Background: an optimization exercise with open tools, aiming at small area. Do not read the settings as production practice. In this exercise RTL edits were held to simulation tests only and were not proved equivalent to the original. No activity file was given, so power comes from the tool's default toggle rates.

==> design/flow/design.v <==
package ritc_pkg;
	localparam int DEMUX = 16;
	localparam int SAMPLE_BITS = 3;
	localparam int NBITS = DEMUX * SAMPLE_BITS;
	localparam int NCHAN = 3;
	localparam int PHASE_BITS = 8;
	localparam int CFG_BITS = 8;
	localparam int STATUS_BITS = 8;
	typedef enum logic [1:0] {
		REG_THR_HI = 2'd0,
		REG_THR_LO = 2'd1,
		REG_MASK   = 2'd2,
		REG_STATUS = 2'd3
	} reg_addr_e;
endpackage
module ritc_channel_storage #(
	parameter int STAGES = 0
) (
	input  logic                                   clk_i,
	input  logic                                   rst_n_i,
	input  logic                                   rst_i,
	input  logic [ritc_pkg::NBITS-1:0]             in_i,
	output logic [ritc_pkg::NBITS*(STAGES+1)-1:0]  out_o
);
	localparam int W = ritc_pkg::NBITS;
	generate
		if (STAGES == 0) begin : g_pass
			assign out_o = in_i;
		end else begin : g_hist
			logic [W*STAGES-1:0] hist_q;
			logic [W*STAGES-1:0] slot;
			for (genvar k = 1; k <= STAGES; k++) begin : g_slot
				localparam bit INV = (k % 2 == 1) && (k < STAGES);
				if (INV) begin : g_inv
					assign slot[W*(k-1) +: W] = ~hist_q[W*(k-1) +: W];
				end else begin : g_true
					assign slot[W*(k-1) +: W] = hist_q[W*(k-1) +: W];
				end
				if (INV) begin : g_ff_inv
					always_ff @(posedge clk_i) begin
						if (!rst_n_i) begin
							hist_q[W*(k-1) +: W] <= '1;
						end else begin
							hist_q[W*(k-1) +: W] <= ~out_o[W*(k-1) +: W];
						end
					end
				end else if (k > 1 && (k % 2 == 0)) begin : g_ff_after_inv
					always_ff @(posedge clk_i) begin
						if (rst_i) begin
							hist_q[W*(k-1) +: W] <= '0;
						end else begin
							hist_q[W*(k-1) +: W] <= out_o[W*(k-1) +: W];
						end
					end
				end else begin : g_ff_true
					always_ff @(posedge clk_i) begin
						if (!rst_n_i) begin
							hist_q[W*(k-1) +: W] <= '0;
						end else begin
							hist_q[W*(k-1) +: W] <= out_o[W*(k-1) +: W];
						end
					end
				end
			end
			assign out_o = {slot, in_i};
		end
	endgenerate
endmodule
module ritc_summary_storage #(
	parameter int STAGES = 1
) (
	input  logic                                        clk_i,
	input  logic                                        rst_n_i,
	input  logic [2*ritc_pkg::SAMPLE_BITS-1:0]          in_i,
	output logic [2*ritc_pkg::SAMPLE_BITS*STAGES-1:0]   out_o
);
	localparam int SW = 2 * ritc_pkg::SAMPLE_BITS;
	logic [SW*STAGES-1:0]     sum_q;
	logic [SW*(STAGES+1)-1:0] chain;
	assign chain = {sum_q, in_i};
	assign out_o = sum_q;
	localparam logic [SW-1:0] ZERO_SUM = {{ritc_pkg::SAMPLE_BITS{1'b1}}, {ritc_pkg::SAMPLE_BITS{1'b0}}};
	always_ff @(posedge clk_i) begin
		if (!rst_n_i) begin
			sum_q <= {STAGES{ZERO_SUM}};
		end else begin
			sum_q <= chain[SW*STAGES-1:0];
		end
	end
endmodule
module ritc_input_storage #(
	parameter int A_STAGES = 0,
	parameter int B_STAGES = 2,
	parameter int C_STAGES = 3
) (
	input  logic                                              clk_i,
	input  logic                                              rst_n_i,
	input  logic [ritc_pkg::NBITS-1:0]                        a_i,
	input  logic [ritc_pkg::NBITS-1:0]                        b_i,
	input  logic [ritc_pkg::NBITS-1:0]                        c_i,
	output logic [ritc_pkg::NBITS*(A_STAGES+1)-1:0]           as_o,
	output logic [ritc_pkg::NBITS*(B_STAGES+1)-1:0]           bs_o,
	output logic [ritc_pkg::NBITS*(C_STAGES+1)-1:0]           cs_o
);
	logic rst;
	assign rst = ~rst_n_i;
	ritc_channel_storage #(.STAGES(A_STAGES)) u_store_a (
		.clk_i(clk_i), .rst_n_i(rst_n_i), .rst_i(rst), .in_i(a_i), .out_o(as_o)
	);
	ritc_channel_storage #(.STAGES(B_STAGES)) u_store_b (
		.clk_i(clk_i), .rst_n_i(rst_n_i), .rst_i(rst), .in_i(b_i), .out_o(bs_o)
	);
	ritc_channel_storage #(.STAGES(C_STAGES)) u_store_c (
		.clk_i(clk_i), .rst_n_i(rst_n_i), .rst_i(rst), .in_i(c_i), .out_o(cs_o)
	);
endmodule
module ritc_trig_config (
	input  logic                                clk_i,
	input  logic                                rst_n_i,
	input  logic                                cfg_we_i,
	input  ritc_pkg::reg_addr_e                 cfg_addr_i,
	input  logic [ritc_pkg::CFG_BITS-1:0]       cfg_wdata_i,
	input  logic                                trig_pulse_i,
	output logic [ritc_pkg::SAMPLE_BITS-1:0]    thr_hi_o,
	output logic [ritc_pkg::SAMPLE_BITS-1:0]    thr_lo_o,
	output logic [ritc_pkg::NCHAN-1:0]          mask_o,
	output logic [ritc_pkg::CFG_BITS-1:0]       cfg_rdata_o
);
	localparam int SB = ritc_pkg::SAMPLE_BITS;
	localparam int NC = ritc_pkg::NCHAN;
	logic [SB-1:0]                       thr_hi_q;
	logic [SB-1:0]                       thr_lo_q;
	logic [NC-1:0]                       mask_q;
	logic [ritc_pkg::STATUS_BITS-1:0]    status_q;
	always_ff @(posedge clk_i) begin
		if (!rst_n_i) begin
			thr_hi_q <= '1;
			thr_lo_q <= '0;
			mask_q   <= '1;
		end else if (cfg_we_i) begin
			case (cfg_addr_i)
				ritc_pkg::REG_THR_HI: thr_hi_q <= cfg_wdata_i[SB-1:0];
				ritc_pkg::REG_THR_LO: thr_lo_q <= cfg_wdata_i[SB-1:0];
				ritc_pkg::REG_MASK:   mask_q   <= cfg_wdata_i[NC-1:0];
				default: ;
			endcase
		end
	end
	always_ff @(posedge clk_i) begin
		if (!rst_n_i) begin
			status_q <= '0;
		end else if (trig_pulse_i) begin
			status_q <= status_q + 1'b1;
		end
	end
	assign thr_hi_o = thr_hi_q;
	assign thr_lo_o = thr_lo_q;
	assign mask_o   = mask_q;
	always_comb begin
		cfg_rdata_o = '0;
		case (cfg_addr_i)
			ritc_pkg::REG_THR_HI: cfg_rdata_o[SB-1:0] = thr_hi_q;
			ritc_pkg::REG_THR_LO: cfg_rdata_o[SB-1:0] = thr_lo_q;
			ritc_pkg::REG_MASK:   cfg_rdata_o[NC-1:0] = mask_q;
			default:              cfg_rdata_o[ritc_pkg::STATUS_BITS-1:0] = status_q;
		endcase
	end
endmodule
module ritc_any16 (
	input  logic [ritc_pkg::DEMUX-1:0] in_i,
	output logic                       out_o
);
	assign out_o = |in_i;
endmodule
module ritc_nall16 (
	input  logic [ritc_pkg::DEMUX-1:0] in_i,
	output logic                       out_o
);
	assign out_o = ~&in_i;
endmodule
module ritc_max_mid (
	input  logic [ritc_pkg::DEMUX-1:0] s1_i,
	input  logic [ritc_pkg::DEMUX-1:0] s2_i,
	input  logic                       top_i,
	output logic                       out_o
);
	assign out_o = |(s1_i & (s2_i | {ritc_pkg::DEMUX{~top_i}}));
endmodule
module ritc_max_low (
	input  logic [ritc_pkg::DEMUX-1:0] s0_i,
	input  logic [ritc_pkg::DEMUX-1:0] s1_i,
	input  logic [ritc_pkg::DEMUX-1:0] s2_i,
	input  logic                       top_i,
	input  logic                       mid_i,
	output logic                       out_o
);
	assign out_o = |(s0_i & (s2_i | {ritc_pkg::DEMUX{~top_i}}) & (s1_i | {ritc_pkg::DEMUX{~mid_i}}));
endmodule
module ritc_min_mid (
	input  logic [ritc_pkg::DEMUX-1:0] s1_i,
	input  logic [ritc_pkg::DEMUX-1:0] s2_i,
	input  logic                       top_i,
	output logic                       out_o
);
	assign out_o = ~&(s1_i | (s2_i & {ritc_pkg::DEMUX{top_i}}));
endmodule
module ritc_min_low (
	input  logic [ritc_pkg::DEMUX-1:0] s0_i,
	input  logic [ritc_pkg::DEMUX-1:0] s1_i,
	input  logic [ritc_pkg::DEMUX-1:0] s2_i,
	input  logic                       top_i,
	input  logic                       mid_i,
	output logic                       out_o
);
	assign out_o = ~&(s0_i | (s2_i & {ritc_pkg::DEMUX{top_i}}) | (s1_i & {ritc_pkg::DEMUX{mid_i}}));
endmodule
module ritc_word_summary (
	input  logic [ritc_pkg::NBITS-1:0]           w_i,
	output logic [2*ritc_pkg::SAMPLE_BITS-1:0]   sum_o
);
	localparam int DX = ritc_pkg::DEMUX;
	logic [DX-1:0] s0, s1, s2;
	always_comb begin
		for (int i = 0; i < DX; i++) begin
			s0[i] = w_i[i*3];
			s1[i] = w_i[i*3+1];
			s2[i] = w_i[i*3+2];
		end
	end
	logic [2:0] mx, tmn;
	ritc_any16   u_max_top (.in_i(s2), .out_o(mx[2]));
	ritc_max_mid u_max_mid (.s1_i(s1), .s2_i(s2), .top_i(mx[2]), .out_o(mx[1]));
	ritc_max_low u_max_low (.s0_i(s0), .s1_i(s1), .s2_i(s2), .top_i(mx[2]), .mid_i(mx[1]), .out_o(mx[0]));
	ritc_nall16  u_min_top (.in_i(s2), .out_o(tmn[2]));
	ritc_min_mid u_min_mid (.s1_i(s1), .s2_i(s2), .top_i(tmn[2]), .out_o(tmn[1]));
	ritc_min_low u_min_low (.s0_i(s0), .s1_i(s1), .s2_i(s2), .top_i(tmn[2]), .mid_i(tmn[1]), .out_o(tmn[0]));
	assign sum_o = {tmn, mx};
endmodule
module ritc_ge3 (
	input  logic [ritc_pkg::SAMPLE_BITS-1:0] x_i,
	input  logic [ritc_pkg::SAMPLE_BITS-1:0] y_n_i,
	output logic                             ge_o
);
	logic c1, c2;
	assign c1   = x_i[0] | y_n_i[0];
	assign c2   = (x_i[1] & y_n_i[1]) | (x_i[1] & c1) | (y_n_i[1] & c1);
	assign ge_o = (x_i[2] & y_n_i[2]) | (x_i[2] & c2) | (y_n_i[2] & c2);
endmodule
module ritc_window_trigger #(
	parameter int A_STAGES = 0,
	parameter int B_STAGES = 2,
	parameter int C_STAGES = 3
) (
	input  logic                                              clk_i,
	input  logic                                              rst_n_i,
	input  logic                                              sync_i,
	input  logic [ritc_pkg::NBITS-1:0]                        a_i,
	input  logic [ritc_pkg::NBITS-1:0]                        b_i,
	input  logic [ritc_pkg::NBITS-1:0]                        c_i,
	input  logic [ritc_pkg::SAMPLE_BITS-1:0]                  thr_hi_i,
	input  logic [ritc_pkg::SAMPLE_BITS-1:0]                  thr_lo_i,
	input  logic [ritc_pkg::NCHAN-1:0]                        mask_i,
	output logic                                              trig_o,
	output logic [ritc_pkg::NCHAN-1:0]                        trig_hits_o,
	output logic [ritc_pkg::PHASE_BITS-1:0]                   trig_phase_o
);
	localparam int SB = ritc_pkg::SAMPLE_BITS;
	localparam int SW = 2 * SB;
	logic [SW-1:0] sum_a, sum_b, sum_c;
	ritc_word_summary u_sum_a (.w_i(a_i), .sum_o(sum_a));
	ritc_word_summary u_sum_b (.w_i(b_i), .sum_o(sum_b));
	ritc_word_summary u_sum_c (.w_i(c_i), .sum_o(sum_c));
	logic [SW*(A_STAGES+1)-1:0] win_a;
	logic [SW*(B_STAGES+1)-1:0] win_b;
	logic [SW*(C_STAGES+1)-1:0] win_c;
	generate
		if (A_STAGES == 0) begin : g_a_live
			assign win_a = sum_a;
		end else begin : g_a_hist
			logic [SW*A_STAGES-1:0] hist_a;
			ritc_summary_storage #(.STAGES(A_STAGES)) u_hist_a (
				.clk_i(clk_i), .rst_n_i(rst_n_i), .in_i(sum_a), .out_o(hist_a)
			);
			assign win_a = {hist_a, sum_a};
		end
		if (B_STAGES == 0) begin : g_b_live
			assign win_b = sum_b;
		end else begin : g_b_hist
			logic [SW*B_STAGES-1:0] hist_b;
			ritc_summary_storage #(.STAGES(B_STAGES)) u_hist_b (
				.clk_i(clk_i), .rst_n_i(rst_n_i), .in_i(sum_b), .out_o(hist_b)
			);
			assign win_b = {hist_b, sum_b};
		end
		if (C_STAGES == 0) begin : g_c_live
			assign win_c = sum_c;
		end else begin : g_c_hist
			logic [SW*C_STAGES-1:0] hist_c;
			ritc_summary_storage #(.STAGES(C_STAGES)) u_hist_c (
				.clk_i(clk_i), .rst_n_i(rst_n_i), .in_i(sum_c), .out_o(hist_c)
			);
			assign win_c = {hist_c, sum_c};
		end
	endgenerate
	logic [SB-1:0] thr_hi_n;
	assign thr_hi_n = ~thr_hi_i;
	logic [2*A_STAGES+1:0] hit_a;
	logic [2*B_STAGES+1:0] hit_b;
	logic [2*C_STAGES+1:0] hit_c;
	generate
		for (genvar k = 0; k <= A_STAGES; k++) begin : g_hit_a
			ritc_ge3 u_hi (.x_i(win_a[k*SW +: SB]),      .y_n_i(thr_hi_n), .ge_o(hit_a[2*k]));
			ritc_ge3 u_lo (.x_i(win_a[k*SW + SB +: SB]), .y_n_i(thr_lo_i), .ge_o(hit_a[2*k+1]));
		end
		for (genvar k = 0; k <= B_STAGES; k++) begin : g_hit_b
			ritc_ge3 u_hi (.x_i(win_b[k*SW +: SB]),      .y_n_i(thr_hi_n), .ge_o(hit_b[2*k]));
			ritc_ge3 u_lo (.x_i(win_b[k*SW + SB +: SB]), .y_n_i(thr_lo_i), .ge_o(hit_b[2*k+1]));
		end
		for (genvar k = 0; k <= C_STAGES; k++) begin : g_hit_c
			ritc_ge3 u_hi (.x_i(win_c[k*SW +: SB]),      .y_n_i(thr_hi_n), .ge_o(hit_c[2*k]));
			ritc_ge3 u_lo (.x_i(win_c[k*SW + SB +: SB]), .y_n_i(thr_lo_i), .ge_o(hit_c[2*k+1]));
		end
	endgenerate
	logic [ritc_pkg::NCHAN-1:0] hits;
	assign hits = {|hit_c, |hit_b, |hit_a};
	logic                            phase_clr_q;
	logic [ritc_pkg::PHASE_BITS-1:0] phase;
	always_ff @(posedge clk_i) begin
		if (!rst_n_i) begin
			phase_clr_q <= 1'b1;
		end else begin
			phase_clr_q <= sync_i;
		end
	end
	assign phase = phase_clr_q ? '0 : trig_phase_o + 1'b1;
	always_ff @(posedge clk_i) begin
		if (!rst_n_i) begin
			trig_o       <= 1'b0;
			trig_hits_o  <= '0;
			trig_phase_o <= '0;
		end else begin
			trig_o       <= (|mask_i) && ((hits & mask_i) == mask_i);
			trig_hits_o  <= hits;
			trig_phase_o <= phase;
		end
	end
endmodule
module ritc_trigger_top #(
	parameter int A_STAGES = 0,
	parameter int B_STAGES = 2,
	parameter int C_STAGES = 3
) (
	input  logic                                              clk_i,
	input  logic                                              rst_n_i,
	input  logic                                              sync_i,
	input  logic [ritc_pkg::NBITS-1:0]                        a_i,
	input  logic [ritc_pkg::NBITS-1:0]                        b_i,
	input  logic [ritc_pkg::NBITS-1:0]                        c_i,
	input  logic                                              cfg_we_i,
	input  ritc_pkg::reg_addr_e                               cfg_addr_i,
	input  logic [ritc_pkg::CFG_BITS-1:0]                     cfg_wdata_i,
	output logic [ritc_pkg::CFG_BITS-1:0]                     cfg_rdata_o,
	output logic [ritc_pkg::NBITS*(A_STAGES+1)-1:0]           as_o,
	output logic [ritc_pkg::NBITS*(B_STAGES+1)-1:0]           bs_o,
	output logic [ritc_pkg::NBITS*(C_STAGES+1)-1:0]           cs_o,
	output logic                                              trig_o,
	output logic [ritc_pkg::NCHAN-1:0]                        trig_hits_o,
	output logic [ritc_pkg::PHASE_BITS-1:0]                   trig_phase_o
);
	logic [ritc_pkg::SAMPLE_BITS-1:0]         thr_hi;
	logic [ritc_pkg::SAMPLE_BITS-1:0]         thr_lo;
	logic [ritc_pkg::NCHAN-1:0]               mask;
	ritc_input_storage #(
		.A_STAGES(A_STAGES), .B_STAGES(B_STAGES), .C_STAGES(C_STAGES)
	) u_storage (
		.clk_i(clk_i), .rst_n_i(rst_n_i),
		.a_i(a_i), .b_i(b_i), .c_i(c_i),
		.as_o(as_o), .bs_o(bs_o), .cs_o(cs_o)
	);
	ritc_trig_config u_config (
		.clk_i(clk_i), .rst_n_i(rst_n_i),
		.cfg_we_i(cfg_we_i), .cfg_addr_i(cfg_addr_i), .cfg_wdata_i(cfg_wdata_i),
		.trig_pulse_i(trig_o),
		.thr_hi_o(thr_hi), .thr_lo_o(thr_lo), .mask_o(mask),
		.cfg_rdata_o(cfg_rdata_o)
	);
	ritc_window_trigger #(
		.A_STAGES(A_STAGES), .B_STAGES(B_STAGES), .C_STAGES(C_STAGES)
	) u_trigger (
		.clk_i(clk_i), .rst_n_i(rst_n_i), .sync_i(sync_i),
		.a_i(a_i), .b_i(b_i), .c_i(c_i),
		.thr_hi_i(thr_hi), .thr_lo_i(thr_lo), .mask_i(mask),
		.trig_o(trig_o), .trig_hits_o(trig_hits_o), .trig_phase_o(trig_phase_o)
	);
endmodule
==> design/flow/flow/run.sh <==
#!/bin/bash
# Standard ORFS layout (the standard.sh) with these layout choices changed:
#  - every input and output port still gets a buffer, but the small buf_1 cell
#  - the clock tree is built from clkbuf_8 cells in small clusters, without dummy loads
#  - global placement is not timing driven (its virtual repair keeps oversized
#    buffers); synthesis buffers are removed before it as the timing-driven mode does
set -o pipefail
HERE=$(pwd)
export BUFFER_PORTS_ARGS="-buffer_cell sky130_fd_sc_hd__buf_1"
export CTS_ARGS="-sink_clustering_enable -repair_clock_nets -buf_list sky130_fd_sc_hd__clkbuf_8 -root_buf sky130_fd_sc_hd__clkbuf_8 -dont_use_dummy_load -sink_clustering_size 20 -sink_clustering_max_diameter 60"
export GPL_TIMING_DRIVEN=0
export PRE_GLOBAL_PLACE_TCL=$HERE/flow/pre_global_place.tcl
bash standard.sh > standard.log 2>&1
==> design/flow/flow/pre_global_place.tcl <==
remove_buffers
==> design/flow/standard.sh <==
#!/bin/bash
# synth_recipe.tcl (not shown) runs the flow's synth.tcl, then flattens the netlist and writes it again
# the make line also repeats each setting of config.mk as NAME=value (left out here)
make -C /OpenROAD-flow-scripts/flow DESIGN_CONFIG=/design/flow/config.mk WORK_HOME=/design/flow/orfs CLKGATE_MAP_FILE= SYNTH_SCRIPT=/design/flow/synth_recipe.tcl "${@:-finish}"
==> design/flow/config.mk <==
export PLATFORM = sky130hd
export DESIGN_NAME = ritc_trigger_top
export DESIGN_NICKNAME = ritc_trigger_top
export VERILOG_FILES = /design/flow/design.v
export SDC_FILE = /design/flow/constraint.sdc
export NUM_CORES = 4
export LEC_CHECK = 0
export CAP_MARGIN = 20
export CORE_AREA = 2 2 192 192
export DIE_AREA = 0 0 194 194
export SLEW_MARGIN = 20
export SYNTH_HIERARCHICAL = 1
==> design/flow/constraint.sdc <==
create_clock -name core_clock -period 4.5 [get_ports {clk_i}]
set_input_delay 0.9000 -clock core_clock [delete_from_list [all_inputs] [get_ports {clk_i}]]
set_output_delay 0.9000 -clock core_clock [all_outputs]
set_load 0.01 [all_outputs]
==> results of run 1 <==
what timing repair did:
| item | CTS | global route |
|---|---|---|
| pin swaps | 0 | 0 |
| gates resized for setup | 4 | 4 |
| endpoints found under the setup margin | 3 | 3 |
metal layers:
| metal | vias to the layer above | track usage (%) | part of all wire, % |
|---|---|---|---|
| met3 | 87 | 3.340 | 8.4 |
| met5 | - | 0 | 0 |
| met4 | 0 | 6.397 | 2.7 |
| met1 | 5249 | 27.89 | 43 |
| met2 | 665 | 32.56 | 46 |
| li1 | 5207 | - | - |
synthesized netlist by cell type (7+ instances only):
cell type	count
a22oi_1	12
a221oi_1	45
and2_1	64
mux2i_1	10
nand2_1	124
buf_4	297
inv_1	100
a221oi_2	9
nand2b_1	11
nand3_1	10
or4_1	7
nor2_1	132
or3_1	7
o22ai_1	18
dfxtp_1	300
nand4_1	46
buf_6	18
a211oi_1	48
o221ai_1	45
nor4_1	42
buf_2	12
logic make-up after synthesis:
logic type	count (synthesis)	share of synthesized area (%)
AND/OR/NAND/NOR	466	17.14
XOR/XNOR	7	0.4593
buffers and inverters	444	22.50
flip-flops	300	44.99
multiplexers	13	1.284
adder cells (fa/ha/maj)	2	0.1874
AO/OA/AOI/OAI	212	13.43
sequential cells by signal, summed over array words and instances (netlist names), 8 cells and up:
register and flops:
u_config.status_q 8, u_trigger.g_c_hist.u_hist_c.sum_q 18, u_trigger.g_b_hist.u_hist_b.sum_q 12, u_trigger.trig_phase_o 8, u_storage.u_store_b.g_hist.hist_q 96, u_storage.u_store_c.g_hist.hist_q 144
worst min-delay path by stage:
stage | to | slack (ns) | depth (start not counted) | start
6_report | u_storage.u_store_b.g_hist.hist_q[75] | 0.32 | 1 | u_storage.u_store_b.g_hist.hist_q[27]
2_1_floorplan | u_storage.u_store_b.g_hist.hist_q[75] | 0.39 | 1 | u_storage.u_store_b.g_hist.hist_q[27]
4_1_cts | u_storage.u_store_b.g_hist.hist_q[75] | 0.32 | 1 | u_storage.u_store_b.g_hist.hist_q[27]
5_1_grt | u_storage.u_store_b.g_hist.hist_q[75] | 0.34 | 1 | u_storage.u_store_b.g_hist.hist_q[27]
3_5_place_dp | u_storage.u_store_b.g_hist.hist_q[82] | 0.40 | 1 | u_storage.u_store_b.g_hist.hist_q[34]
3_3_place_gp | u_storage.u_store_b.g_hist.hist_q[77] | 0.40 | 1 | u_storage.u_store_b.g_hist.hist_q[29]
per-module statistics from Yosys (local to each module, per instance), a selection:
module	flip-flops and latches	times used
ritc_any16	0	3
ritc_ge3	0	16
ritc_max_low	0	3
ritc_max_mid	0	3
ritc_min_low	0	3
ritc_min_mid	0	3
ritc_nall16	0	3
ritc_trig_config	17	1
final cells by class:
type,instances,area [µm²]
timing repair buffer,563,2211
inverter,107,404.1
sequential,300,6006
multi-input combinational,700,4418
clock buffer,27,371.6
tap,461,576.8
fill,3675,21580
per-stage QoR:
step	util (%)	hold slack [ns]	setup WS, ns	TNS [ns]
finish	39.32	0.3246	0.1206	0
floorplan	-	0.3915	0.8325	0
global route	39.32	0.3431	0.03744	0
global placement	37.70	0.3980	-8.680	-1315.20
detailed placement	38.11	0.3996	-0.9310	-2.696
CTS	39.24	0.3249	0.1103	0
power breakdown:
part           total, mW  leakage (nW)  switching (mW)  internal [mW]
clock               1.39         0.194           0.857          0.531
sequential          2.83          2.47          0.0632           2.76
combinational      0.682          2.86           0.468          0.215
==> results.yml, run 1 <==
final_layout:
  layoutNonFillerInstCount: 2158
  antennaDiodeCount: 0
  area_delta_synth_final_pct: 4.780
  fin_area_um2: 13990
  mostFrequentLayoutCells: "555 x buf_1, 300 x dfxtp_1, 132 x nor2_1"
  final_common_cell: "buf_1"
  drive_gt1_share_pct: 4.066
  fin_nets: 1859
global_routing:
  antenna_found_initial: 0
  grt.total_usage_pct: 20.29
  grt_pass1_wl_um: 61210
  grt_pass1_vias: 10210
  grt_max_degree: 52
  gr-total-overflow: 0
clock_network:
  cts_tree: "done"
  cts-root-buf: "clkbuf_8"
  cts_setup_buffers: 0
  clkSinkCount: 300
  clkTransAtPathRegs_ns: 0.11
  cts-buffers-inserted: 27
  worstSkewPairLatency_ns: 0.59
  clock_tree.buffer_depth: 3
  htree_levels: 1
  postCtsHoldBufs: 0
placement:
  placed_cell_area_um2: 13560
  gp_congestion: 0.8941
  dp.cells: 2131
  io_buffers: 556
  post-dp-hpwl_um: 30450
power_and_ir_drop:
  finalPower_mw: 4.898
  peakVddDrop_mv: 0.2332
  p_per_area_nw_per_um2: 350.2
  p_leak_nw: 5.526
worst_setup_path:
  cp_top_family: "simple AND/OR/NAND/NOR gates"
  cp.required_ns: 4.96
  endpoint: "u_trigger.trig_o"
  arrival_ns: 4.84
  crit_type: "input pin to flip-flop"
  path_max_fanout: 21
  end_kind: "flip-flop"
  startpoint_type: "input pin"
  cp_cell_sequence: "buf_1 -> nand4_1 -> or4_4 -> o2111ai_4 -> buf_6 -> a221oi_1 -> nor4_1 -> nand4_1 -> a211oi_1 -> a211oi_1 -> nor4_2 -> nand3_1 -> and4_1"
  worstSetupPathDepth: 13
  rr_startpoint: "u_config.thr_hi_q[2]"
  crit_buf_inv: 2
  r2r_end: "u_trigger.trig_o"
  rrSetupSlack_ns: 2.35
  crit_start: "b_i[8]"
  cpPeakStageDelay_ns: 0.73
  ff2ff_path_depth: 6
  critPathSlowestCell: "or4_4"
sta:
  rsz0062_at_grt: "false"
  finalHoldViolCount: 0
  relSlewSlack_pct: 40.26
  worst_pin_slew_ns: 0.8948
  period_share_pct: 97.32
  drv_slew: 0
  finalClockSkew_ns: 0.06776
  period_minus_slack_ns: 4.379
  max_freq_mhz: 228.3
  finalSetupViolations: 0
synthesis:
  yosysWarnings: 13
  syn_area_per_cell_um2: 9.244
  ys_seq_area_share_pct: 44.99
  synth_nets: 1604
  syn_inst: 1444
  synth-seq-cells: 300
  synth_area_leaders: "dfxtp_1 45%, buf_4 17%, nor2_1 3.7%"
  synth_edf_count: 0
  syn_area_um2: 13350
  synth_top_area_cell: "dfxtp_1"
  async_flop_share_pct: 0
  ys.flop_type: "dfxtp_1"
  netlist.area_leader.share_pct: 44.99
  yosys.cell_types.count: 50
die:
  dieArea_um2: 37640
  pin_count: 562
  die_w_um: 194
  dieHeight_um: 194
  core-area_um2: 35570
  initial_core_util_pct: 37.53
  rows: 69
routing:
  dr.first_iter.drc_count: 879
  vias: 11210
  viasPerCell: 5.194
  route.detailed.drc: 0
  wl_per_cell_um: 19.01
  drt-total-wl_um: 41030
  firstDrtPassIters: 6
  ant_nets: 0
job:
  cap_violations: 0
hold_path:
  hold_class: "flip-flop to flip-flop"
outcome:
  outcome: "no timing/DRC/antenna violations"
==> inputs of run 2 (changes only) <==
--- a/design/flow/flow/run.sh
+++ b/design/flow/flow/run.sh
@@ -8,5 +8,5 @@
 HERE=$(pwd)
 export BUFFER_PORTS_ARGS="-buffer_cell sky130_fd_sc_hd__buf_1"
-export CTS_ARGS="-sink_clustering_enable -repair_clock_nets -buf_list sky130_fd_sc_hd__clkbuf_8 -root_buf sky130_fd_sc_hd__clkbuf_8 -dont_use_dummy_load -sink_clustering_size 20 -sink_clustering_max_diameter 60"
+export CTS_ARGS="-sink_clustering_enable -repair_clock_nets -buf_list sky130_fd_sc_hd__clkbuf_8 -root_buf sky130_fd_sc_hd__clkbuf_8 -dont_use_dummy_load -sink_clustering_size 16 -sink_clustering_max_diameter 50"
 export GPL_TIMING_DRIVEN=0
 export PRE_GLOBAL_PLACE_TCL=$HERE/flow/pre_global_place.tcl
--- a/design/flow/config.mk
+++ b/design/flow/config.mk
@@ -8,4 +8,5 @@
 export CAP_MARGIN = 20
 export CORE_AREA = 2 2 192 192
+export CORE_UTILIZATION = 40
 export DIE_AREA = 0 0 194 194
 export SLEW_MARGIN = 20
==> run 2 against run 1 <==
  * The run now fails in 2_1_floorplan
==> results.yml, run 2 <==
outcome:
  outcome: "aborted with a tool error"
  stop_stage: "2_1_floorplan"
  error: "Error: Floorplan initialization methods are mutually exclusive, pick one."
synthesis:
  yosysWarnings: 13
==> inputs of run 3 (changes only) <==
--- a/design/flow/config.mk
+++ b/design/flow/config.mk
@@ -8,5 +8,4 @@
 export CAP_MARGIN = 20
 export CORE_AREA = 2 2 192 192
-export CORE_UTILIZATION = 40
 export DIE_AREA = 0 0 194 194
 export SLEW_MARGIN = 20
==> run 3 against run 2 <==
  * The run now finishes clean
==> results.yml, run 3 <==
synthesis:
  syn_area_um2: 13350
  yosysWarnings: 13
  synthXorXnorAreaFrac_pct: 0.4593
  synth_simple_gate_area_share_pct: 17.14
  synth_compound_area_share_pct: 13.43
  syn_inst: 1444
  muxShareOfSynthArea_pct: 1.284
  yosys.cell_types.count: 50
  synth-seq-cells: 300
  yosys.area_share.adder_pct: 0.1875
  yosysMostFrequentCell: "dfxtp_1"
  syn_area_per_cell_um2: 9.244
  async_flop_share_pct: 0
  synth_top_area_cell: "dfxtp_1"
  ys.flop_type: "dfxtp_1"
  synth_nets: 1604
  synth_edf_count: 0
  synth_area_leaders: "dfxtp_1 45%, buf_4 17%, nor2_1 3.7%"
  ys_top_cells_by_count: "300 x dfxtp_1, 297 x buf_4, 132 x nor2_1, 124 x nand2_1, 100 x inv_1"
  synth_top_family_by_area: "buffers and inverters"
  ys_seq_area_share_pct: 44.99
  netlist.area_leader.share_pct: 44.99
worst_setup_path:
  arrival_ns: 4.80
  crit_start: "b_i[8]"
  rr_startpoint: "u_config.thr_hi_q[2]"
  path_max_fanout: 21
  cp.required_ns: 4.93
  startpoint_type: "input pin"
  crit_type: "input pin to flip-flop"
  end_kind: "flip-flop"
power_and_ir_drop:
  finalPower_mw: 5.056
  p_per_area_nw_per_um2: 359.0
  p_leak_nw: 5.576
  peakVddDrop_mv: 0.2595
sta:
  max_freq_mhz: 228.4
  finalHoldViolCount: 0
  period_share_pct: 97.28
  finalClockSkew_ns: 0.08274
  worst_pin_slew_ns: 0.8986
  fin_ws_ns: 0.1223
  drv_slew: 0
  finalSetupViolations: 0
  relSlewSlack_pct: 40.01
  setup_tns_ns: 0
  rsz0062_at_grt: "false"
  period_minus_slack_ns: 4.378
final_layout:
  regArea_um2: 6006
  final_common_cell: "buf_1"
  top_register: "u_storage.u_store_c.g_hist.hist_q"
  fin_nets: 1866
  layoutNonFillerInstCount: 2165
  drive_gt1_share_pct: 4.460
  mostFrequentLayoutCells: "555 x buf_1, 300 x dfxtp_1, 132 x nor2_1"
  area_delta_synth_final_pct: 5.502
  largest_register_ffs: 144
  antennaDiodeCount: 0
  multiInputGateArea_um2: 4418
  largestRegisters: "u_storage.u_store_c.g_hist.hist_q: 144 flops, u_storage.u_store_b.g_hist.hist_q: 96 flops, u_trigger.g_c_hist.u_hist_c.sum_q: 18 flops"
  post-route-util_pct: 39.59
  fillCellCount: 3669
global_routing:
  grt_max_degree: 52
  grt.total_usage_pct: 20.53
  antenna_found_initial: 0
  grt_pass1_vias: 10300
  grt_pass1_wl_um: 61320
  gr-total-overflow: 0
hold_path:
  hold_class: "flip-flop to flip-flop"
  min-delay-start: "u_storage.u_store_c.g_hist.hist_q[17]"
placement:
  gp_congestion: 0.8941
  post-dp-hpwl_um: 30450
  post-place-ws_ns: -0.9310
  dp.cells: 2131
  io_buffers: 556
routing:
  ant_nets: 0
  firstDrtPassIters: 5
  vias: 11170
  route.detailed.drc: 0
  viasPerCell: 5.157
  dr.first_iter.drc_count: 881
  wl_per_cell_um: 18.95
  drt-total-wl_um: 41040
outcome:
  outcome: "no timing/DRC/antenna violations"
die:
  pin_count: 562
  die_w_um: 194
  dieArea_um2: 37640
  rows: 69
  initial_core_util_pct: 37.53
  dieHeight_um: 194
  core-area_um2: 35570
clock_network:
  clkTransAtPathRegs_ns: 0.09
  postCtsHoldBufs: 0
  worstSkewPairLatency_ns: 0.57
  cts-root-buf: "clkbuf_8"
  cts_setup_buffers: 0
  cts_tree: "done"
  clkSinkCount: 300
  htree_levels: 2
  clock_tree.buffer_depth: 3
  cts-buffers-inserted: 34
job:
  cap_violations: 0
## run 3: metal layers
layer  track usage, %  vias up  part of all wire (%)
li1                 -     5214                     -
met1            27.71     5240                    43
met2            32.38      632                    46
met3            4.296       79                   8.1
met4            7.464        0                   2.7
met5                0        -                     0
## run 3: Yosys stat by module, one instance, submodules excluded, a selection
module            flops+latches  cells  times used
ritc_max_mid                  0     16           3
ritc_trig_config             17     78           1
ritc_nall16                   0      5           3
ritc_min_low                  0     25           3
ritc_max_low                  0     25           3
ritc_ge3                      0      5          16
ritc_any16                    0      5           3
ritc_min_mid                  0     17           3
## run 3: repair_timing
action / in CTS / in global routing
gates resized for setup: 4 / 4
setup endpoints to repair: 3 / 3
cloned: 0 / 0
## run 3: per-stage QoR
stage	cell area [µm²]	hold WS [ns]
3_3_place_gp	13410	0.3980
6_report	14080	0.3543
5_1_grt	14080	0.3966
3_5_place_dp	13560	0.3996
4_1_cts	14050	0.3655
2_1_floorplan	13350	0.3915
## run 3: final timing paths
path         slack, ns  cells after the start                               endpoint
min reg2reg       0.35                      1  u_storage.u_store_c.g_hist.hist_q[65]
min               0.35                      1  u_storage.u_store_c.g_hist.hist_q[65]
max               0.12                     13                       u_trigger.trig_o
max reg2reg       2.36                      6                       u_trigger.trig_o
## run 3: final cells by class
type	count	area share (%)
clock buffers	34	3.323
inverters	107	2.870
multi-input cells	700	31.37
flip-flops and latches	300	42.64
well taps	461	4.096
repair buffers	563	15.70
## run 3: logic make-up (layout without fill, tap and decap cells)
family	Yosys count	in the layout
mux	13	13
flops	300	300
simple gates	466	466
xor+xnor	7	7
compound gates	212	212
fa+ha+maj	2	2
buf+inv	444	704
## run 3: worst max-delay path: stages
cell	delay (ns)
buf_1	0.35
nand4_1	0.19
or4_4	0.73
o2111ai_4	0.43
buf_6	0.22
a221oi_1	0.09
nor4_1	0.52
nand4_1	0.25
a211oi_1	0.24
a211oi_1	0.12
nor4_2	0.45
nand3_1	0.12
and4_1	0.19
## run 3: power breakdown
part	switching, mW	leakage (nW)	internal [mW]
registers	0.0626	2.47	2.76
clock network	0.877	0.244	0.671
logic	0.466	2.86	0.215
total	1.41	5.58	3.65
==> inputs of run 4 (changes only) <==
--- a/design/flow/flow/run.sh
+++ b/design/flow/flow/run.sh
@@ -8,5 +8,5 @@
 HERE=$(pwd)
 export BUFFER_PORTS_ARGS="-buffer_cell sky130_fd_sc_hd__buf_1"
-export CTS_ARGS="-sink_clustering_enable -repair_clock_nets -buf_list sky130_fd_sc_hd__clkbuf_8 -root_buf sky130_fd_sc_hd__clkbuf_8 -dont_use_dummy_load -sink_clustering_size 16 -sink_clustering_max_diameter 50"
+export CTS_ARGS="-sink_clustering_enable -repair_clock_nets -buf_list sky130_fd_sc_hd__clkbuf_8 -root_buf sky130_fd_sc_hd__clkbuf_8 -dont_use_dummy_load -sink_clustering_size 30 -sink_clustering_max_diameter 80"
 export GPL_TIMING_DRIVEN=0
 export PRE_GLOBAL_PLACE_TCL=$HERE/flow/pre_global_place.tcl
--- a/design/flow/config.mk
+++ b/design/flow/config.mk
@@ -8,4 +8,5 @@
 export CAP_MARGIN = 20
 export CORE_AREA = 2 2 192 192
+export CORE_UTILIZATION = 40
 export DIE_AREA = 0 0 194 194
 export SLEW_MARGIN = 20
==> run 4 against run 3 <==
  * The flow now stops in 2_1_floorplan
==> results.yml, run 4 <==
outcome:
  outcome: "aborted with a tool error"
  stop_stage: "2_1_floorplan"
  error: "Error: Floorplan initialization methods are mutually exclusive, pick one."
synthesis:
  yosysWarnings: 13
==> inputs of run 5 (changes only) <==
--- a/design/flow/design.v
+++ b/design/flow/design.v
@@ -185,5 +185,8 @@
 	output logic                       out_o
 );
-	assign out_o = |(s1_i & (s2_i | {ritc_pkg::DEMUX{~top_i}}));
+	logic any_hi, any;
+	assign any_hi = |(s1_i & s2_i);
+	assign any    = |s1_i;
+	assign out_o = top_i ? any_hi : any;
 endmodule
 module ritc_max_low (
@@ -203,5 +206,8 @@
 	output logic                       out_o
 );
-	assign out_o = ~&(s1_i | (s2_i & {ritc_pkg::DEMUX{top_i}}));
+	logic nall_lo, nall;
+	assign nall_lo = ~&(s1_i | s2_i);
+	assign nall    = ~&s1_i;
+	assign out_o = top_i ? nall_lo : nall;
 endmodule
 module ritc_min_low (
--- a/design/flow/flow/run.sh
+++ b/design/flow/flow/run.sh
@@ -8,5 +8,5 @@
 HERE=$(pwd)
 export BUFFER_PORTS_ARGS="-buffer_cell sky130_fd_sc_hd__buf_1"
-export CTS_ARGS="-sink_clustering_enable -repair_clock_nets -buf_list sky130_fd_sc_hd__clkbuf_8 -root_buf sky130_fd_sc_hd__clkbuf_8 -dont_use_dummy_load -sink_clustering_size 30 -sink_clustering_max_diameter 80"
+export CTS_ARGS="-sink_clustering_enable -repair_clock_nets -buf_list sky130_fd_sc_hd__clkbuf_8 -root_buf sky130_fd_sc_hd__clkbuf_8 -dont_use_dummy_load -sink_clustering_size 20 -sink_clustering_max_diameter 60"
 export GPL_TIMING_DRIVEN=0
 export PRE_GLOBAL_PLACE_TCL=$HERE/flow/pre_global_place.tcl
--- a/design/flow/config.mk
+++ b/design/flow/config.mk
@@ -8,5 +8,4 @@
 export CAP_MARGIN = 20
 export CORE_AREA = 2 2 192 192
-export CORE_UTILIZATION = 40
 export DIE_AREA = 0 0 194 194
 export SLEW_MARGIN = 20
==> run 5 against run 4 <==
  * Now clean on timing, DRC and antenna
==> results.yml, run 5 <==
routing:
  dr.first_iter.drc_count: 845
  viasPerCell: 5.088
  firstDrtPassIters: 6
  wl_per_cell_um: 18.14
  ant_nets: 0
  route.detailed.drc: 0
  drt-total-wl_um: 39300
  vias: 11030
power_and_ir_drop:
  p_per_area_nw_per_um2: 342.9
  p_leak_nw: 5.545
  internal_power_mw: 3.453
  finalPower_mw: 4.783
  p_switching_mw: 1.330
  clock_power_share_pct: 27.1
  p_seq_share_pct: 59.1
  peakVddDrop_mv: 0.2689
  pwr-share-comb_pct: 13.8
  p_sw_share_pct: 27.81
placement:
  gp_congestion: 0.8846
  placed_cell_area_um2: 13560
  io_buffers: 556
  post-dp-hpwl_um: 29730
final_layout:
  multiInputGateArea_um2: 4365
  mostFrequentLayoutCells: "545 x buf_1, 300 x dfxtp_1, 135 x nor2_1"
  fin_nets: 1868
  top_register: "u_storage.u_store_c.g_hist.hist_q"
  antennaDiodeCount: 0
  area_delta_synth_final_pct: 4.657
  drive_gt1_share_pct: 4.279
  regArea_um2: 6006
  final_common_cell: "buf_1"
  largestRegisters: "u_storage.u_store_c.g_hist.hist_q: 144 flops, u_storage.u_store_b.g_hist.hist_q: 96 flops, u_trigger.g_c_hist.u_hist_c.sum_q: 18 flops"
  fin_area_um2: 13950
  fillCellCount: 3667
  largest_register_ffs: 144
synthesis:
  synthXorXnorAreaFrac_pct: 0.4601
  synth_area_leaders: "dfxtp_1 45%, buf_4 17%, nor2_1 3.8%"
  yosys.area_share.adder_pct: 0.1878
  syn_area_per_cell_um2: 9.172
  synth_top_family_by_area: "buffers and inverters"
  synth_edf_count: 0
  ys.flop_type: "dfxtp_1"
  netlist.area_leader.share_pct: 45.07
  yosysMostFrequentCell: "dfxtp_1"
  synth_nets: 1613
  synth_top_area_cell: "dfxtp_1"
  muxShareOfSynthArea_pct: 1.286
  synth_compound_area_share_pct: 12.61
  ys_top_cells_by_count: "300 x dfxtp_1, 297 x buf_4, 135 x nor2_1, 130 x nand2_1, 100 x inv_1"
  yosys.cell_types.count: 51
  syn_inst: 1453
  syn_area_um2: 13330
  async_flop_share_pct: 0
  yosysWarnings: 13
  synth_simple_gate_area_share_pct: 17.85
  ys_seq_area_share_pct: 45.07
  synth-seq-cells: 300
worst_setup_path:
  cp_top_family: "simple AND/OR/NAND/NOR gates"
  startpoint_type: "input pin"
  crit_type: "input pin to flip-flop"
  worstSetupPathDepth: 13
  cp_cell_sequence: "buf_1 -> nor4_1 -> nand4_1 -> a31oi_1 -> inv_2 -> o221ai_1 -> nand4_1 -> or4_1 -> a211oi_1 -> a211oi_1 -> nor4_2 -> nand3_1 -> and4_1"
  cp.required_ns: 4.98
  cpPeakStageDelay_ns: 0.61
  crit_buf_inv: 2
  critPathSlowestCell: "or4_1"
  ff2ff_path_depth: 6
  arrival_ns: 4.70
  end_kind: "flip-flop"
  path_max_fanout: 16
global_routing:
  grt.total_usage_pct: 19.54
  grt_pass1_vias: 10390
  grt_max_degree: 69
  gr-total-overflow: 0
  antenna_found_initial: 0
  grt_pass1_wl_um: 59200
clock_network:
  cts-root-buf: "clkbuf_8"
  clkTransAtPathRegs_ns: 0.11
  cts-buffers-inserted: 24
  worstSkewPairLatency_ns: 0.58
  htree_levels: 1
  clock_tree.buffer_depth: 3
  clkSinkCount: 300
  cts_tree: "done"
sta:
  rsz0062_at_grt: "false"
  finalClockSkew_ns: 0.05200
  period_share_pct: 93.72
  whs_ns: 0.3874
  drv_slew: 0
  finalHoldViolCount: 0
  period_minus_slack_ns: 4.217
  finalSetupViolations: 0
  max_freq_mhz: 237.1
  worst_pin_slew_ns: 0.8993
  relSlewSlack_pct: 39.97
die:
  dieArea_um2: 37640
  core-area_um2: 35570
  die_w_um: 194
  dieHeight_um: 194
  pin_count: 562
  rows: 69
  initial_core_util_pct: 37.47
hold_path:
  worstHoldPathCells: 1
  hold_class: "flip-flop to flip-flop"
job:
  cap_violations: 0
outcome:
  outcome: "no timing/DRC/antenna violations"
==> run 5: kinds of logic after synthesis <==
group	count (synthesis)
multiplexers	13
AO/OA/AOI/OAI	209
XOR/XNOR	7
adder cells (fa/ha/maj)	2
AND/OR/NAND/NOR	478
buffers and inverters	444
flip-flops	300
==> run 5: area by class of cell <==
type | instances | share of cell area (%)
repair buffers | 566 | 16.24
multi-input cells | 709 | 31.30
clock buffers | 24 | 2.368
inverters | 107 | 2.898
well taps | 461 | 4.136
flip-flops and latches | 300 | 43.06
==> run 5: metal layers <==
metal | track usage (%) | wire length, µm | vias to the layer above
met5 | 0 | 0 | -
met4 | 5.780 | 896 | 0
met3 | 3.288 | 3161 | 61
met2 | 32.29 | 18360 | 519
met1 | 26.17 | 16880 | 5220
li1 | - | - | 5225
==> run 5: Yosys stat by module (local to each module, per instance), a selection <==
module	cells inside	cell area, µm²	times used	flip-flops and latches
ritc_ge3	5	30.03	16	0
ritc_nall16	5	32.53	3	0
ritc_max_mid	18	121.4	3	0
ritc_trig_config	78	788.3	1	17
ritc_min_mid	18	112.6	3	0
ritc_min_low	25	230.2	3	0
ritc_any16	5	31.28	3	0
ritc_max_low	25	205.2	3	0
==> run 5: through the flow <==
| stage | TNS, ns | instances | setup slack (ns) | utilization (%) |
|---|---|---|---|---|
| floorplan | 0 | 1453 | 0.6921 | - |
| global placement | -1262.77 | 2133 | -8.519 | 37.64 |
| detailed placement | -2.228 | 2141 | -0.8273 | 38.13 |
| CTS | 0 | 2165 | 0.04298 | 39.08 |
| global route | 0 | 2167 | 0.02033 | 39.21 |
| finish | 0 | 2167 | 0.2826 | 39.21 |
==> run 5: timing repair <==
| item | CTS | global route |
|---|---|---|
| hold buffers | 0 | 0 |
| pin swaps | 0 | 0 |
| resized for setup | 2 | 13 |
| setup endpoints to repair | 3 | 3 |
| setup buffers | 0 | 2 |
==> run 5: power by group through the flow <==
stage	registers [mW]	logic (mW)	clock network (mW)
after floorplan	2.87	0.462	0
after global placement	2.89	0.653	0
after detailed placement	2.89	0.656	0
after CTS	2.83	0.659	1.36
after global routing	2.84	0.719	1.44
final	2.83	0.660	1.30
==> run 5: path summary, 6_finish.rpt <==
kind / startpoint / endpoint / slack [ns]
max: b_i[47] / u_trigger.trig_o / 0.28
min: u_storage.u_store_c.g_hist.hist_q[22] / u_storage.u_store_c.g_hist.hist_q[70] / 0.39
max reg2reg: u_config.thr_hi_q[2] / u_trigger.trig_o / 2.53
min reg2reg: u_storage.u_store_c.g_hist.hist_q[22] / u_storage.u_store_c.g_hist.hist_q[70] / 0.39
==> inputs of run 6 (changes only) <==
--- a/design/flow/flow/run.sh
+++ b/design/flow/flow/run.sh
@@ -11,3 +11,5 @@
 export GPL_TIMING_DRIVEN=0
 export PRE_GLOBAL_PLACE_TCL=$HERE/flow/pre_global_place.tcl
+# Cells off the critical paths are sized down after global routing
+export RECOVER_POWER=100
 bash standard.sh > standard.log 2>&1
==> run 6 against run 5 <==
  * Now fails the layout checks on max-capacitance violations, max-slew violations
  * Critical path depth up 2
  * Count of clock-buffer cells in the layout is the same
  * Global-route usage unchanged
  * Largest power group unchanged
  * Highest routed layer unchanged
  * Register-to-register slack hardly changed
  * Sequential power barely moved
==> results.yml, run 6 <==
outcome:
  outcome: "failed layout checks"
  failed_checks: "max-capacitance violations, max-slew violations"
die:
  dieArea_um2: 37640
  initial_core_util_pct: 37.47
  die_w_um: 194
  dieHeight_um: 194
  rows: 69
  pin_count: 562
  core-area_um2: 35570
routing:
  viasPerCell: 5.082
  wl_per_cell_um: 18.19
  firstDrtPassIters: 6
  drt-total-wl_um: 39410
  route.detailed.drc: 0
  vias: 11010
  ant_nets: 0
  dr.first_iter.drc_count: 873
clock_network:
  clkSinkCount: 300
  cts-root-buf: "clkbuf_8"
  cts_tree: "done"
  clkTransAtPathRegs_ns: 0.11
  cts-buffers-inserted: 24
  htree_levels: 1
  clock_tree.buffer_depth: 3
  worstSkewPairLatency_ns: 0.58
synthesis:
  synth-seq-cells: 300
  yosys.cell_types.count: 51
  yosysMostFrequentCell: "dfxtp_1"
  ys_seq_area_share_pct: 45.07
  synth_top_area_cell: "dfxtp_1"
  ys_top_cells_by_count: "300 x dfxtp_1, 297 x buf_4, 135 x nor2_1, 130 x nand2_1, 100 x inv_1"
  ys.flop_type: "dfxtp_1"
  synth_nets: 1613
  async_flop_share_pct: 0
  yosysWarnings: 13
  syn_inst: 1453
  syn_area_per_cell_um2: 9.172
  netlist.area_leader.share_pct: 45.07
  synth_area_leaders: "dfxtp_1 45%, buf_4 17%, nor2_1 3.8%"
  synth_edf_count: 0
  syn_area_um2: 13330
placement:
  post-dp-hpwl_um: 29730
  gp_congestion: 0.8846
  io_buffers: 556
worst_setup_path:
  crit_start: "c_i[17]"
  path_max_fanout: 22
  arrival_ns: 4.74
  cpPeakStageDelay_ns: 0.67
  rrSetupSlack_ns: 2.53
  cp_cell_sequence: "clkbuf_1 -> nand4_1 -> or4_4 -> o21ai_0 -> or3_1 -> nor4_1 -> a41oi_2 -> a221oi_1 -> nor4_1 -> nand4_1 -> a211oi_1 -> a211oi_1 -> nor4_2 -> nand3_1 -> and4_1"
  crit_type: "input pin to flip-flop"
  cp.required_ns: 4.98
  end_kind: "flip-flop"
  startpoint_type: "input pin"
  rr_startpoint: "u_config.thr_hi_q[2]"
  critPathSlowestCell: "or4_4"
  ff2ff_path_depth: 6
final_layout:
  regArea_um2: 6006
  largest_register_ffs: 144
  fillCellCount: 3670
  final_common_cell: "buf_1"
  antennaDiodeCount: 0
  drive_gt1_share_pct: 3.927
  largestRegisters: "u_storage.u_store_c.g_hist.hist_q: 144 flops, u_storage.u_store_b.g_hist.hist_q: 96 flops, u_trigger.g_c_hist.u_hist_c.sum_q: 18 flops"
  area_delta_synth_final_pct: 4.338
  mostFrequentLayoutCells: "438 x buf_1, 300 x dfxtp_1, 135 x nor2_1"
  multiInputGateArea_um2: 4359
  fin_nets: 1868
  post-route-util_pct: 39.09
  top_register: "u_storage.u_store_c.g_hist.hist_q"
sta:
  drv_slew: 91
  finalHoldViolCount: 0
  finalSetupViolations: 0
  period_share_pct: 94.66
  max_freq_mhz: 234.8
  period_minus_slack_ns: 4.260
  relSlewSlack_pct: -24.67
  finalClockSkew_ns: 0.05241
  worst_pin_slew_ns: 1.870
  rsz0062_at_grt: "false"
job:
  cap_violations: 2
power_and_ir_drop:
  p_leak_nw: 5.504
  pwr-share-comb_pct: 13.8
  p_switching_mw: 1.330
  peakVddDrop_mv: 0.2689
  p_seq_share_pct: 59.1
  p_per_area_nw_per_um2: 343.8
  clock_power_share_pct: 27.1
  p_sw_share_pct: 27.82
  finalPower_mw: 4.780
  internal_power_mw: 3.450
global_routing:
  gr-total-overflow: 0
  grt_max_degree: 69
  grt_pass1_wl_um: 59200
  antenna_found_initial: 0
  grt_pass1_vias: 10390
  grt.total_usage_pct: 19.54
hold_path:
  min-delay-start: "u_storage.u_store_b.g_hist.hist_q[2]"
  worstHoldPathCells: 1
  hold_class: "flip-flop to flip-flop"
-- run 6: power by group through the flow --
stage	clock network, mW	registers, mW	logic [mW]
final	1.29	2.83	0.658
after global routing	1.44	2.84	0.716
after CTS	1.36	2.83	0.659
after detailed placement	0	2.89	0.656
after global placement	0	2.89	0.653
after floorplan	0	2.87	0.462
-- run 6: logic make-up after synthesis --
logic type,Yosys count,synth area share (%)
adder cells (fa/ha/maj),2,0.1877
multiplexers,13,1.286
AND/OR/NAND/NOR,478,17.85
flip-flops,300,45.07
buffers and inverters,444,22.54
AO/OA/AOI/OAI,209,12.61
XOR/XNOR,7,0.4601
-- run 6: modules after synthesis, one instance, submodules excluded, excerpt --
module	copies in the design	flip-flops and latches	cell area (µm²)
ritc_trig_config	1	17	788.3
ritc_max_low	3	0	205.2
ritc_max_mid	3	0	121.4
ritc_min_low	3	0	230.2
ritc_min_mid	3	0	112.6
ritc_any16	3	0	31.28
ritc_ge3	16	0	30.03
ritc_nall16	3	0	32.53
-- run 6: per-stage QoR --
stage / hold slack (ns) / TNS [ns] / area (µm²) / instances / setup slack (ns)
detailed placement: 0.3969 / -2.228 / 13560 / 2141 / -0.8273
CTS: 0.3916 / 0 / 13900 / 2165 / 0.04298
floorplan: 0.3915 / 0 / 13330 / 1453 / 0.6921
global placement: 0.3984 / -1262.77 / 13390 / 2133 / -8.519
global route: 0.3889 / 0 / 13900 / 2167 / 0.01618
finish: 0.3896 / 0 / 13900 / 2167 / 0.2402
-- run 6: worst paths after layout --
check                                                to
setup reg to reg                       u_trigger.trig_o
setup / recovery                       u_trigger.trig_o
hold / removal    u_storage.u_store_b.g_hist.hist_q[50]
hold reg to reg   u_storage.u_store_b.g_hist.hist_q[50]
-- run 6: final cells by class --
cell class                 instances  area share (%)
tap                              461           4.148
inverter                         107           2.907
sequential                       300           43.19
clock buffer                      24           2.376
timing repair buffer             566           16.03
multi-input combinational        709           31.35
-- run 6: per-layer routing --
metal / wire length (µm) / global-route usage [%] / up-vias
met3: 3012 / 3.288 / 63
met1: 17040 / 26.17 / 5193
li1: - / - / 5222
met4: 906 / 5.780 / 0
met2: 18450 / 32.29 / 535
met5: 0 / 0 / -
-- run 6: critical path: cells and delay by family --
kind / cells / cell delay (ns)
AND/OR/NAND/NOR: 9 / 2.53
AO/OA/AOI/OAI: 5 / 0.94
buffers and inverters: 1 / 0.35
-- run 6: timing repair --
action	4_1_cts	5_1_grt
hold buffers	0	0
cloned	0	0
gates resized for setup	2	13
buffers inserted	0	2
endpoints found under the setup margin	3	3
endpoints found under the hold margin	0	0
==> inputs of run 7 (changes only) <==
--- a/design/flow/flow/run.sh
+++ b/design/flow/flow/run.sh
@@ -10,6 +10,6 @@
 export CTS_ARGS="-sink_clustering_enable -repair_clock_nets -buf_list sky130_fd_sc_hd__clkbuf_8 -root_buf sky130_fd_sc_hd__clkbuf_8 -dont_use_dummy_load -sink_clustering_size 20 -sink_clustering_max_diameter 60"
 export GPL_TIMING_DRIVEN=0
+# Pins one routing track apart, so that the die can be smaller than the pin count would allow at two
+export PLACE_PINS_ARGS="-min_distance 1 -min_distance_in_tracks"
 export PRE_GLOBAL_PLACE_TCL=$HERE/flow/pre_global_place.tcl
-# Cells off the critical paths are sized down after global routing
-export RECOVER_POWER=100
 bash standard.sh > standard.log 2>&1
--- a/design/flow/config.mk
+++ b/design/flow/config.mk
@@ -6,7 +6,7 @@
 export NUM_CORES = 4
 export LEC_CHECK = 0
-export CAP_MARGIN = 20
-export CORE_AREA = 2 2 192 192
-export DIE_AREA = 0 0 194 194
-export SLEW_MARGIN = 20
+export CAP_MARGIN = 5
+export CORE_AREA = 2 2 158 158
+export DIE_AREA = 0 0 160 160
+export SLEW_MARGIN = 5
 export SYNTH_HIERARCHICAL = 1
==> run 7 against run 6 <==
  * The run now finishes clean
  * Die area decreased by 32%
  * Core utilization increased by 18 points
  * Worst setup slack got worse by 0.033 ns
  * Non-clock buffer count increased by 1
  * Clock skew increased by 0.00073 ns
  * Highest routed layer unchanged
==> results.yml, run 7 <==
routing:
  vias: 11140
  drt-total-wl_um: 37050
  route.detailed.drc: 0
  firstDrtPassIters: 5
  ant_nets: 0
  wl_per_cell_um: 18.24
  viasPerCell: 5.486
  dr.first_iter.drc_count: 1011
sta:
  worst_pin_slew_ns: 0.8605
  drv_slew: 0
  finalClockSkew_ns: 0.05314
  finalHoldViolCount: 0
  period_minus_slack_ns: 4.293
  relSlewSlack_pct: 42.55
  max_freq_mhz: 233.0
  rsz0062_at_grt: "false"
  setup_tns_ns: 0
  period_share_pct: 95.39
  finalSetupViolations: 0
final_layout:
  largest_register_ffs: 144
  mostFrequentLayoutCells: "555 x buf_1, 300 x dfxtp_1, 135 x nor2_1"
  fin_nets: 1869
  top_register: "u_storage.u_store_c.g_hist.hist_q"
  largestRegisters: "u_storage.u_store_c.g_hist.hist_q: 144 flops, u_storage.u_store_b.g_hist.hist_q: 96 flops, u_trigger.g_c_hist.u_hist_c.sum_q: 18 flops"
  final_common_cell: "buf_1"
  antennaDiodeCount: 0
  area_delta_synth_final_pct: 3.380
  drive_gt1_share_pct: 3.691
  fin_area_um2: 13780
clock_network:
  worstSkewPairLatency_ns: 0.56
  postCtsHoldBufs: 0
  htree_levels: 1
  cts_tree: "done"
  cts-buffers-inserted: 24
  clock_tree.buffer_depth: 3
  clkTransAtPathRegs_ns: 0.11
  cts-root-buf: "clkbuf_8"
  clkSinkCount: 300
worst_setup_path:
  ff2ff_path_depth: 6
  cp.required_ns: 4.95
  end_kind: "flip-flop"
  arrival_ns: 4.74
  path_max_fanout: 22
  crit_type: "input pin to flip-flop"
  startpoint_type: "input pin"
hold_path:
  hold_class: "flip-flop to flip-flop"
  worstHoldPathCells: 1
synthesis:
  synth_top_area_cell: "dfxtp_1"
  syn_inst: 1453
  synth_nets: 1613
  yosysMostFrequentCell: "dfxtp_1"
  ys.flop_type: "dfxtp_1"
  async_flop_share_pct: 0
  syn_area_um2: 13330
  yosys.cell_types.count: 51
  synth_edf_count: 0
  syn_area_per_cell_um2: 9.172
  ys_top_cells_by_count: "300 x dfxtp_1, 297 x buf_4, 135 x nor2_1, 130 x nand2_1, 100 x inv_1"
  yosysWarnings: 13
  synth_area_leaders: "dfxtp_1 45%, buf_4 17%, nor2_1 3.8%"
  ys_seq_area_share_pct: 45.07
  synth-seq-cells: 300
  netlist.area_leader.share_pct: 45.07
power_and_ir_drop:
  p_per_area_nw_per_um2: 345.3
  p_seq_share_pct: 59.3
  p_switching_mw: 1.308
  finalPower_mw: 4.758
  p_sw_share_pct: 27.49
  peakVddDrop_mv: 0.3079
  pwr-share-comb_pct: 13.9
  internal_power_mw: 3.450
  clock_power_share_pct: 26.8
  p_leak_nw: 5.516
die:
  initial_core_util_pct: 55.28
  pin_count: 562
  core-area_um2: 24110
  dieHeight_um: 160
  dieArea_um2: 25600
  die_w_um: 160
  rows: 57
placement:
  gp_congestion: 0.8951
  placed_cell_area_um2: 13330
  io_buffers: 556
  post-dp-hpwl_um: 26900
global_routing:
  gr-total-overflow: 0
  antenna_found_initial: 0
  grt.total_usage_pct: 27.11
  grt_max_degree: 60
  grt_pass1_wl_um: 55640
  grt_pass1_vias: 10040
outcome:
  outcome: "no timing/DRC/antenna violations"
job:
  cap_violations: 0
[run 7: cell counts after synthesis]
Identical to the previous run, type by type.
[run 7: path summary, 6_finish.rpt]
path,startpoint,end,slack (ns)
setup / recovery,b_i[47],u_trigger.trig_o,0.21
hold / removal,u_storage.u_store_b.g_hist.hist_q[36],u_storage.u_store_b.g_hist.hist_q[84],0.38
hold reg to reg,u_storage.u_store_b.g_hist.hist_q[36],u_storage.u_store_b.g_hist.hist_q[84],0.38
setup reg to reg,u_config.thr_hi_q[2],u_trigger.trig_o,2.54
[run 7: metal layers]
layer  track usage, %  share of wire, %  up-vias
met4            10.24               3.2        0
met3            4.961               8.7       93
li1                 -                 -     5249
met2            43.35                46      614
met5                0                 0        -
met1            36.69                42     5187
[run 7: modules after synthesis, one instance, submodules excluded, excerpt]
| module | cells inside | flops+latches | times used | cell area, µm² |
|---|---|---|---|---|
| ritc_nall16 | 5 | 0 | 3 | 32.53 |
| ritc_any16 | 5 | 0 | 3 | 31.28 |
| ritc_min_low | 25 | 0 | 3 | 230.2 |
| ritc_min_mid | 18 | 0 | 3 | 112.6 |
| ritc_max_mid | 18 | 0 | 3 | 121.4 |
| ritc_ge3 | 5 | 0 | 16 | 30.03 |
| ritc_trig_config | 78 | 17 | 1 | 788.3 |
| ritc_max_low | 25 | 0 | 3 | 205.2 |
[run 7: cell type report]
| class | instances | area [µm²] |
|---|---|---|
| Fill cell | 2333 | 10330 |
| Sequential cell | 300 | 6006 |
| Inverter | 107 | 404.1 |
| Tap cell | 324 | 405.4 |
| Multi-Input combinational cell | 709 | 4390 |
| Timing Repair Buffer | 567 | 2241 |
| Clock buffer | 24 | 330.3 |
[run 7: timing repair]
item                                    4_1_cts  5_1_grt
setup buffers                                 0        7
endpoints found under the setup margin        3        3
resized for setup                             4        3
[run 7: worst max-delay path: stages]
cell and delay [ns]:
buf_1 0.40, nand4_1 0.19, or4_4 0.70, o21ai_0 0.13, or3_1 0.13, nor4_1 0.06, a41oi_4 0.30, buf_4 0.24
a221oi_1 0.09, nor4_1 0.36, nand4_1 0.23, a211oi_1 0.22, a211oi_1 0.12, nor4_2 0.37, nand3_1 0.11, and4_1 0.17
[run 7: cells by family (layout without fill, tap and decap cells)]
| family | count (synthesis) | after routing | share of synthesized area (%) |
|---|---|---|---|
| buffers and inverters | 444 | 698 | 22.54 |
| flip-flops | 300 | 300 | 45.07 |
| AND/OR/NAND/NOR | 478 | 478 | 17.85 |
| multiplexers | 13 | 13 | 1.286 |
| AO/OA/AOI/OAI | 209 | 209 | 12.61 |
| XOR/XNOR | 7 | 7 | 0.4601 |
| adder cells (fa/ha/maj) | 2 | 2 | 0.1877 |
[run 7: power by group through the flow]
stage               sequential (mW)  clock, mW  combinational (mW)
floorplan                      2.87          0               0.462
global placement               2.88          0               0.650
detailed placement             2.88          0               0.647
CTS                            2.82       1.32               0.651
global route                   2.84       1.42               0.712
finish                         2.82       1.28               0.660
[run 7: stage by stage]
step	std cells	worst slack, ns	util (%)	hold slack [ns]
2_1_floorplan	1453	0.6921	-	0.3915
5_1_grt	2031	0.05759	57.15	0.3933
3_5_place_dp	2000	-0.9312	55.30	0.3977
4_1_cts	2024	0.1014	56.79	0.3865
6_report	2031	0.2072	57.15	0.3845
3_3_place_gp	1996	-8.009	54.83	0.3985
==> inputs of run 8 (changes only) <==
--- a/design/flow/config.mk
+++ b/design/flow/config.mk
@@ -6,7 +6,7 @@
 export NUM_CORES = 4
 export LEC_CHECK = 0
-export CAP_MARGIN = 5
+export CAP_MARGIN = 20
 export CORE_AREA = 2 2 158 158
 export DIE_AREA = 0 0 160 160
-export SLEW_MARGIN = 5
+export SLEW_MARGIN = 20
 export SYNTH_HIERARCHICAL = 1
==> run 8 against run 7 <==
  * Still clean
  * Core utilization down 0.25 points
  * Hold slack worse by 0.038 ns
  * Non-clock buffer count down 3
==> results.yml, run 8 <==
power_and_ir_drop:
  p_per_area_nw_per_um2: 342.9
  p_switching_mw: 1.290
  p_leak_nw: 5.496
  finalPower_mw: 4.703
  internal_power_mw: 3.413
  p_sw_share_pct: 27.43
synthesis:
  yosysMostFrequentCell: "dfxtp_1"
  syn_area_um2: 13330
  netlist.area_leader.share_pct: 45.07
  syn_inst: 1453
  synth_nets: 1613
  synth_area_leaders: "dfxtp_1 45%, buf_4 17%, nor2_1 3.8%"
  async_flop_share_pct: 0
  ys_seq_area_share_pct: 45.07
  ys.flop_type: "dfxtp_1"
  syn_area_per_cell_um2: 9.172
  ys_top_cells_by_count: "300 x dfxtp_1, 297 x buf_4, 135 x nor2_1, 130 x nand2_1, 100 x inv_1"
  yosysWarnings: 13
clock_network:
  cts_tree: "done"
  cts-buffers-inserted: 22
  clock_tree.buffer_depth: 3
  cts-root-buf: "clkbuf_8"
  worstSkewPairLatency_ns: 0.54
  clkTransAtPathRegs_ns: 0.11
  clkSinkCount: 300
hold_path:
  min_to: "u_storage.u_store_b.g_hist.hist_q[86]"
  hold_class: "flip-flop to flip-flop"
  min-delay-start: "u_storage.u_store_b.g_hist.hist_q[38]"
outcome:
  outcome: "no timing/DRC/antenna violations"
worst_setup_path:
  cp_top_family: "simple AND/OR/NAND/NOR gates"
  arrival_ns: 4.70
  path_max_fanout: 22
  cpPeakStageDelay_ns: 0.70
  crit_buf_inv: 2
  crit_start: "b_i[47]"
  rr_startpoint: "u_config.thr_hi_q[2]"
  rrSetupSlack_ns: 2.52
  cp_cell_sequence: "buf_1 -> nand4_1 -> or4_4 -> o21ai_0 -> or3_1 -> nor4_1 -> a41oi_2 -> buf_6 -> a221oi_1 -> nor4_1 -> nand4_1 -> a211oi_1 -> a211oi_1 -> nor4_2 -> nand3_1 -> and4_1"
  crit_type: "input pin to flip-flop"
  critPathSlowestCell: "or4_4"
final_layout:
  top_register: "u_storage.u_store_c.g_hist.hist_q"
  layoutNonFillerInstCount: 2026
  fin_area_um2: 13720
  antennaDiodeCount: 0
  fillCellCount: 2331
  drive_gt1_share_pct: 3.467
  mostFrequentLayoutCells: "554 x buf_1, 300 x dfxtp_1, 135 x nor2_1"
  post-route-util_pct: 56.90
  final_common_cell: "buf_1"
  largestRegisters: "u_storage.u_store_c.g_hist.hist_q: 144 flops, u_storage.u_store_b.g_hist.hist_q: 96 flops, u_trigger.g_c_hist.u_hist_c.sum_q: 18 flops"
  fin_nets: 1864
  area_delta_synth_final_pct: 2.920
sta:
  period_minus_slack_ns: 4.286
  max_freq_mhz: 233.3
  worst_pin_slew_ns: 0.8320
  setup_tns_ns: 0
  relSlewSlack_pct: 44.46
  period_share_pct: 95.24
  rsz0062_at_grt: "false"
  finalHoldViolCount: 0
placement:
  dp.cells: 2004
  io_buffers: 556
  gp_congestion: 0.8951
  placed_cell_area_um2: 13390
routing:
  ant_nets: 0
  drt-total-wl_um: 36620
  viasPerCell: 5.455
global_routing:
  grt_max_degree: 60
  antenna_found_initial: 0
die:
  core-area_um2: 24110
  rows: 57
## run 8: layout make-up
cell class / count / area, µm² / share of cell area [%]
Tap cell: 324 / 405.4 / 2.956
Sequential cell: 300 / 6006 / 43.79
Multi-Input combinational cell: 709 / 4359 / 31.78
Timing Repair Buffer: 564 / 2238 / 16.32
Inverter: 107 / 404.1 / 2.947
Clock buffer: 22 / 302.8 / 2.208
## run 8: cell families after synthesis
| group | count (synthesis) | synth area share (%) |
|---|---|---|
| flops | 300 | 45.07 |
| fa+ha+maj | 2 | 0.1877 |
| buf+inv | 444 | 22.54 |
| compound gates | 209 | 12.61 |
| mux | 13 | 1.286 |
| xor+xnor | 7 | 0.4601 |
| simple gates | 478 | 17.85 |
## run 8: timing repair
item,CTS,global route
setup endpoints to repair,1,2
hold buffers,0,0
resized for setup,1,4
## run 8: how the worst max path moves through the flow
stage                     cells after the start                                     to
after global placement                        3  u_storage.u_store_b.g_hist.hist_q[55]
after CTS                                    16                       u_trigger.trig_o
after floorplan                              16                       u_trigger.trig_o
after detailed placement                     16                       u_trigger.trig_o
final                                        16                       u_trigger.trig_o
after global routing                         15                       u_trigger.trig_o
## run 8: metal layers
layer	track usage, %	routed length [µm]	part of all wire (%)	up-vias
li1	-	-	-	5228
met1	35.85	15370	42	5143
met2	43.70	16970	46	612
met3	5.662	3354	9.2	69
met4	9.091	928	2.5	0
met5	0	0	0	-
## run 8: power by group through the flow
stage	Clock, mW	Sequential (mW)	Combinational, mW
after floorplan	0	2.87	0.462
after global placement	0	2.88	0.650
after detailed placement	0	2.88	0.651
after CTS	1.26	2.82	0.652
after global routing	1.36	2.84	0.712
final	1.22	2.82	0.659
## run 8: Yosys stat by module, one instance, submodules excluded, excerpt
module            cells  flip-flops and latches
ritc_min_low         25                       0
ritc_max_mid         18                       0
ritc_ge3              5                       0
ritc_max_low         25                       0
ritc_any16            5                       0
ritc_min_mid         18                       0
ritc_trig_config     78                      17
ritc_nall16           5                       0
## run 8: worst reg2reg max path: cells and delay by family (launching register included)
family / cells / cell delay (ns)
compound gates: 2 / 0.41
flops: 1 / 0.37
simple gates: 3 / 0.77
buf+inv: 1 / 0.33

Check on run 8: ideal ports give 0.214 ns setup slack; a clkbuf_16 on the clock port and buf_2 on the inputs give 0.237 ns; moving port delays by the midpoint clock arrival (0.572 ns) as well gives -0.334 ns.
